What follows belongs to an exercise in optimizing a design on an open flow for small area, a short achievable clock period and few clock cycles per item; a production flow would make more cautious choices. The RTL was checked by simulation tests, not by an equivalence proof against the original design.

==> inputs of exp/garnet <==
==> flow/design.v (excerpt) <==
module swept_aabb_first_contact_top (
   input  wire logic                                 clock,
   input  wire logic                                 reset,
   input  wire logic                                 req_valid,
   output logic                                      req_stall,
   input  wire logic signed [sacf_pkg::PosWidth-1:0] req_a_x,
   input  wire logic signed [sacf_pkg::PosWidth-1:0] req_a_y,
   input  wire logic [sacf_pkg::SizeWidth-1:0]       req_a_width,
   input  wire logic [sacf_pkg::SizeWidth-1:0]       req_a_height,
   input  wire logic signed [sacf_pkg::PosWidth-1:0] req_b_x,
   input  wire logic signed [sacf_pkg::PosWidth-1:0] req_b_y,
   input  wire logic [sacf_pkg::SizeWidth-1:0]       req_b_width,
   input  wire logic [sacf_pkg::SizeWidth-1:0]       req_b_height,
   input  wire logic signed [sacf_pkg::VelWidth-1:0] req_rel_vel_x,
   input  wire logic signed [sacf_pkg::VelWidth-1:0] req_rel_vel_y,
   input  wire logic                                 req_pair_blocked,
   output logic                                      rsp_valid,
   input  wire logic                                 rsp_stall,
   output logic                                      rsp_hit,
   output logic [sacf_pkg::TimeWidth-1:0]            rsp_hit_time,
   output logic                                      rsp_hit_axis
);
Settings: LEC_CHECK=0, CAP_MARGIN=20, CORE_MARGIN=2, CORE_UTILIZATION=55, SETUP_SLACK_MARGIN=4.0, SLEW_MARGIN=20; clock period 7.0 ns.
run.sh (not shown) runs the stock make flow with config.mk's settings and CLKGATE_MAP_FILE= SYNTH_SCRIPT=/design/flow/synth_recipe.tcl, a recipe that flattens the netlist after the stock synthesis.
==> exp/ember (differences from exp/garnet) <==
--- a/flow/design.v
+++ b/flow/design.v
@@ -85,22 +85,160 @@
 `default_nettype wire
 `default_nettype none
 module sacf_div_step (
    input  wire logic [sacf_pkg::RemWidth-1:0] rem_in,
    input  wire logic [sacf_pkg::MagWidth-1:0] nmag,
    output logic                               q,
    output logic [sacf_pkg::RemWidth-1:0]      rem_out
 );
-   logic [sacf_pkg::MagWidth:0] t;
-   always_comb begin
-      t = {1'b0, rem_in, 1'b0} + {1'b1, nmag} + 1'b1;    
-      q = !t[sacf_pkg::MagWidth];
-      rem_out = q ? t[sacf_pkg::RemWidth-1:0] : {rem_in[sacf_pkg::RemWidth-2:0], 1'b0};
-   end
+   logic [20:0] a;
+   logic [20:0] pb;    
+   logic [20:0] t;
+   assign a = {rem_in, 1'b0};
+   assign pb = a ^ nmag;
+   wire g0_0 = 1'b1;
+   wire p0_0 = 1'b0;
+   wire g1_0 = a[0] & nmag[0];
+   wire p1_0 = pb[0];
+   wire g2_0 = a[1] & nmag[1];
+   wire p2_0 = pb[1];
+   wire g3_0 = a[2] & nmag[2];
+   wire p3_0 = pb[2];
+   wire g4_0 = a[3] & nmag[3];
+   wire p4_0 = pb[3];
+   wire g5_0 = a[4] & nmag[4];
+   wire p5_0 = pb[4];
+   wire g6_0 = a[5] & nmag[5];
+   wire p6_0 = pb[5];
+   wire g7_0 = a[6] & nmag[6];
+   wire p7_0 = pb[6];
+   wire g8_0 = a[7] & nmag[7];
+   wire p8_0 = pb[7];
+   wire g9_0 = a[8] & nmag[8];
+   wire p9_0 = pb[8];
+   wire g10_0 = a[9] & nmag[9];
+   wire p10_0 = pb[9];
+   wire g11_0 = a[10] & nmag[10];
+   wire p11_0 = pb[10];
+   wire g12_0 = a[11] & nmag[11];
+   wire p12_0 = pb[11];
+   wire g13_0 = a[12] & nmag[12];
+   wire p13_0 = pb[12];
+   wire g14_0 = a[13] & nmag[13];
+   wire p14_0 = pb[13];
+   wire g15_0 = a[14] & nmag[14];
+   wire p15_0 = pb[14];
+   wire g16_0 = a[15] & nmag[15];
+   wire p16_0 = pb[15];
+   wire g17_0 = a[16] & nmag[16];
+   wire p17_0 = pb[16];
+   wire g18_0 = a[17] & nmag[17];
+   wire p18_0 = pb[17];
+   wire g19_0 = a[18] & nmag[18];
+   wire p19_0 = pb[18];
+   wire g20_0 = a[19] & nmag[19];
+   wire p20_0 = pb[19];
+   wire g21_0 = a[20] & nmag[20];
+   wire p21_0 = pb[20];
+   wire g1_1 = g1_0 | (p1_0 & g0_0);
+   wire p1_1 = p1_0 & p0_0;
+   wire g3_1 = g3_0 | (p3_0 & g2_0);
+   wire p3_1 = p3_0 & p2_0;
+   wire g5_1 = g5_0 | (p5_0 & g4_0);
+   wire p5_1 = p5_0 & p4_0;
+   wire g7_1 = g7_0 | (p7_0 & g6_0);
+   wire p7_1 = p7_0 & p6_0;
+   wire g9_1 = g9_0 | (p9_0 & g8_0);
+   wire p9_1 = p9_0 & p8_0;
+   wire g11_1 = g11_0 | (p11_0 & g10_0);
+   wire p11_1 = p11_0 & p10_0;
+   wire g13_1 = g13_0 | (p13_0 & g12_0);
+   wire p13_1 = p13_0 & p12_0;
+   wire g15_1 = g15_0 | (p15_0 & g14_0);
+   wire p15_1 = p15_0 & p14_0;
+   wire g17_1 = g17_0 | (p17_0 & g16_0);
+   wire p17_1 = p17_0 & p16_0;
+   wire g19_1 = g19_0 | (p19_0 & g18_0);
+   wire p19_1 = p19_0 & p18_0;
+   wire g21_1 = g21_0 | (p21_0 & g20_0);
+   wire p21_1 = p21_0 & p20_0;
+   wire g3_2 = g3_1 | (p3_1 & g1_1);
+   wire p3_2 = p3_1 & p1_1;
+   wire g7_2 = g7_1 | (p7_1 & g5_1);
+   wire p7_2 = p7_1 & p5_1;
+   wire g11_2 = g11_1 | (p11_1 & g9_1);
+   wire p11_2 = p11_1 & p9_1;
+   wire g15_2 = g15_1 | (p15_1 & g13_1);
+   wire p15_2 = p15_1 & p13_1;
+   wire g19_2 = g19_1 | (p19_1 & g17_1);
+   wire p19_2 = p19_1 & p17_1;
+   wire g7_3 = g7_2 | (p7_2 & g3_2);
+   wire p7_3 = p7_2 & p3_2;
+   wire g15_3 = g15_2 | (p15_2 & g11_2);
+   wire p15_3 = p15_2 & p11_2;
+   wire g15_4 = g15_3 | (p15_3 & g7_3);
+   wire p15_4 = p15_3 & p7_3;
+   wire g11_3 = g11_2 | (p11_2 & g7_3);
+   wire p11_3 = p11_2 & p7_3;
+   wire g19_3 = g19_2 | (p19_2 & g15_4);
+   wire p19_3 = p19_2 & p15_4;
+   wire g5_2 = g5_1 | (p5_1 & g3_2);
+   wire p5_2 = p5_1 & p3_2;
+   wire g9_2 = g9_1 | (p9_1 & g7_3);
+   wire p9_2 = p9_1 & p7_3;
+   wire g13_2 = g13_1 | (p13_1 & g11_3);
+   wire p13_2 = p13_1 & p11_3;
+   wire g17_2 = g17_1 | (p17_1 & g15_4);
+   wire p17_2 = p17_1 & p15_4;
+   wire g21_2 = g21_1 | (p21_1 & g19_3);
+   wire p21_2 = p21_1 & p19_3;
+   wire g2_1 = g2_0 | (p2_0 & g1_1);
+   wire p2_1 = p2_0 & p1_1;
+   wire g4_1 = g4_0 | (p4_0 & g3_2);
+   wire p4_1 = p4_0 & p3_2;
+   wire g6_1 = g6_0 | (p6_0 & g5_2);
+   wire p6_1 = p6_0 & p5_2;
+   wire g8_1 = g8_0 | (p8_0 & g7_3);
+   wire p8_1 = p8_0 & p7_3;
+   wire g10_1 = g10_0 | (p10_0 & g9_2);
+   wire p10_1 = p10_0 & p9_2;
+   wire g12_1 = g12_0 | (p12_0 & g11_3);
+   wire p12_1 = p12_0 & p11_3;
+   wire g14_1 = g14_0 | (p14_0 & g13_2);
+   wire p14_1 = p14_0 & p13_2;
+   wire g16_1 = g16_0 | (p16_0 & g15_4);
+   wire p16_1 = p16_0 & p15_4;
+   wire g18_1 = g18_0 | (p18_0 & g17_2);
+   wire p18_1 = p18_0 & p17_2;
+   wire g20_1 = g20_0 | (p20_0 & g19_3);
+   wire p20_1 = p20_0 & p19_3;
+   assign t[0] = pb[0] ^ g0_0;
+   assign t[1] = pb[1] ^ g1_1;
+   assign t[2] = pb[2] ^ g2_1;
+   assign t[3] = pb[3] ^ g3_2;
+   assign t[4] = pb[4] ^ g4_1;
+   assign t[5] = pb[5] ^ g5_2;
+   assign t[6] = pb[6] ^ g6_1;
+   assign t[7] = pb[7] ^ g7_3;
+   assign t[8] = pb[8] ^ g8_1;
+   assign t[9] = pb[9] ^ g9_2;
+   assign t[10] = pb[10] ^ g10_1;
+   assign t[11] = pb[11] ^ g11_3;
+   assign t[12] = pb[12] ^ g12_1;
+   assign t[13] = pb[13] ^ g13_2;
+   assign t[14] = pb[14] ^ g14_1;
+   assign t[15] = pb[15] ^ g15_4;
+   assign t[16] = pb[16] ^ g16_1;
+   assign t[17] = pb[17] ^ g17_2;
+   assign t[18] = pb[18] ^ g18_1;
+   assign t[19] = pb[19] ^ g19_3;
+   assign t[20] = pb[20] ^ g20_1;
+   assign q = g21_2;
+   assign rem_out = q ? t[sacf_pkg::RemWidth-1:0] : a[sacf_pkg::RemWidth-1:0];
 endmodule
 `default_nettype wire
 `default_nettype none
 module sacf_resolve (
    input  wire logic [5:0] st_in,
    input  wire logic [3:0] qb,
    output logic [5:0]      st_out,
    output logic            tin_bit
@@ -156,16 +294,17 @@
    logic                accept;
    logic [Latency-1:0]  vld;        
    logic [Latency-1:0]  tok;        
    logic                res_valid;
    logic                res_tok;
    logic [ResW-1:0]     res;
    logic                out_valid;
    logic [ResW-1:0]     out_res;
+   logic [ResW-1:0]     out_hold;
    logic                skid_valid;
    logic [ResW-1:0]     skid_res;
    logic [TmrW-1:0]     tmr;        
    logic                stall_ff;
    logic                recirc;
    logic                enq;
    logic                out_load;
    logic                skid_valid_next;
@@ -208,18 +347,19 @@
             out_valid <= skid_valid || enq;
          end
          skid_valid <= skid_valid_next;
          tmr <= tmr_next;
          stall_ff <= recirc || (|tok[Latency-3:0]) || recirc_next;
       end
    end
    always_ff @(posedge clock) begin
-      if (out_load) begin
-         out_res <= skid_valid ? skid_res : res;
+      out_res <= out_load ? (skid_valid ? skid_res : res) : out_hold;
+      if (out_load && (skid_valid || res_valid)) begin
+         out_hold <= skid_valid ? skid_res : res;
       end
       if (!skid_valid) begin
          skid_res <= res;
       end
    end
    logic signed [PW-1:0] sel_x_x, sel_y_x, sel_x_y, sel_y_y;
    logic [SW-1:0]        sel_w1_x, sel_w2_x, sel_w1_y, sel_w2_y;
    sacf_setup_sel u_sel_x (
Settings changed: ABC_AREA set to 1, CTS_CLUSTER_DIAMETER set to 80, CTS_CLUSTER_SIZE set to 25, SETUP_SLACK_MARGIN 4.0 to 4.4.
==> results.sh <==
export IMPL_routed_top_layer="met4"
export IMPL_post_cts_setup_buffers=191
export IMPL_nets=16700
export IMPL_outcome="finished clean"
export IMPL_clkPwrFrac_pct=19.1
That was exp/garnet.
==> results.sh <==
export IMPL_area_growth_synth_to_final_pct=11.4
export IMPL_synth_compound_area_share_pct=10.0
export IMPL_outcome="finished clean"
export IMPL_clkPwrFrac_pct=13.8
export IMPL_nets=16800
export IMPL_vdd_drop_max_uv=269
export IMPL_groute_layer_met3_usage_pct=2.52
export IMPL_routed_top_layer="met5"
That was exp/ember.
Testbench counts of exp/garnet, summed over its fixed seeds: cycles 12,160, items 12,000.
Testbench counts of exp/ember, summed over its fixed seeds: cycles 12,160, items 12,000.

-- what the ideal ports hide --
The flow's constraints put no driver on any port. The routed layouts listed below were extracted and timed again, unchanged, in two steps.
Step 1 assumes that a clkbuf_16 drives the clock port and a buf_2 every other input.
Step 2 also shifts input and output timing later by t, the mid clock arrival at the registers, as if the neighbouring blocks saw the same clock.
Three values: no drivers, after step 1, after step 2; two values: the first two.
run	t (ns)	setup slack, ns	worst setup path after step 2
exp/garnet	1.005	3.798 / 3.798 / 3.798	register to register
exp/ember	0.907	4.329 / 4.231 / 3.725	input to register
After both steps setup and hold are still met in every run listed. The setup slack of exp/ember, which loses most, moves by -0.098 ns with the drivers and by -0.604 ns with both steps.
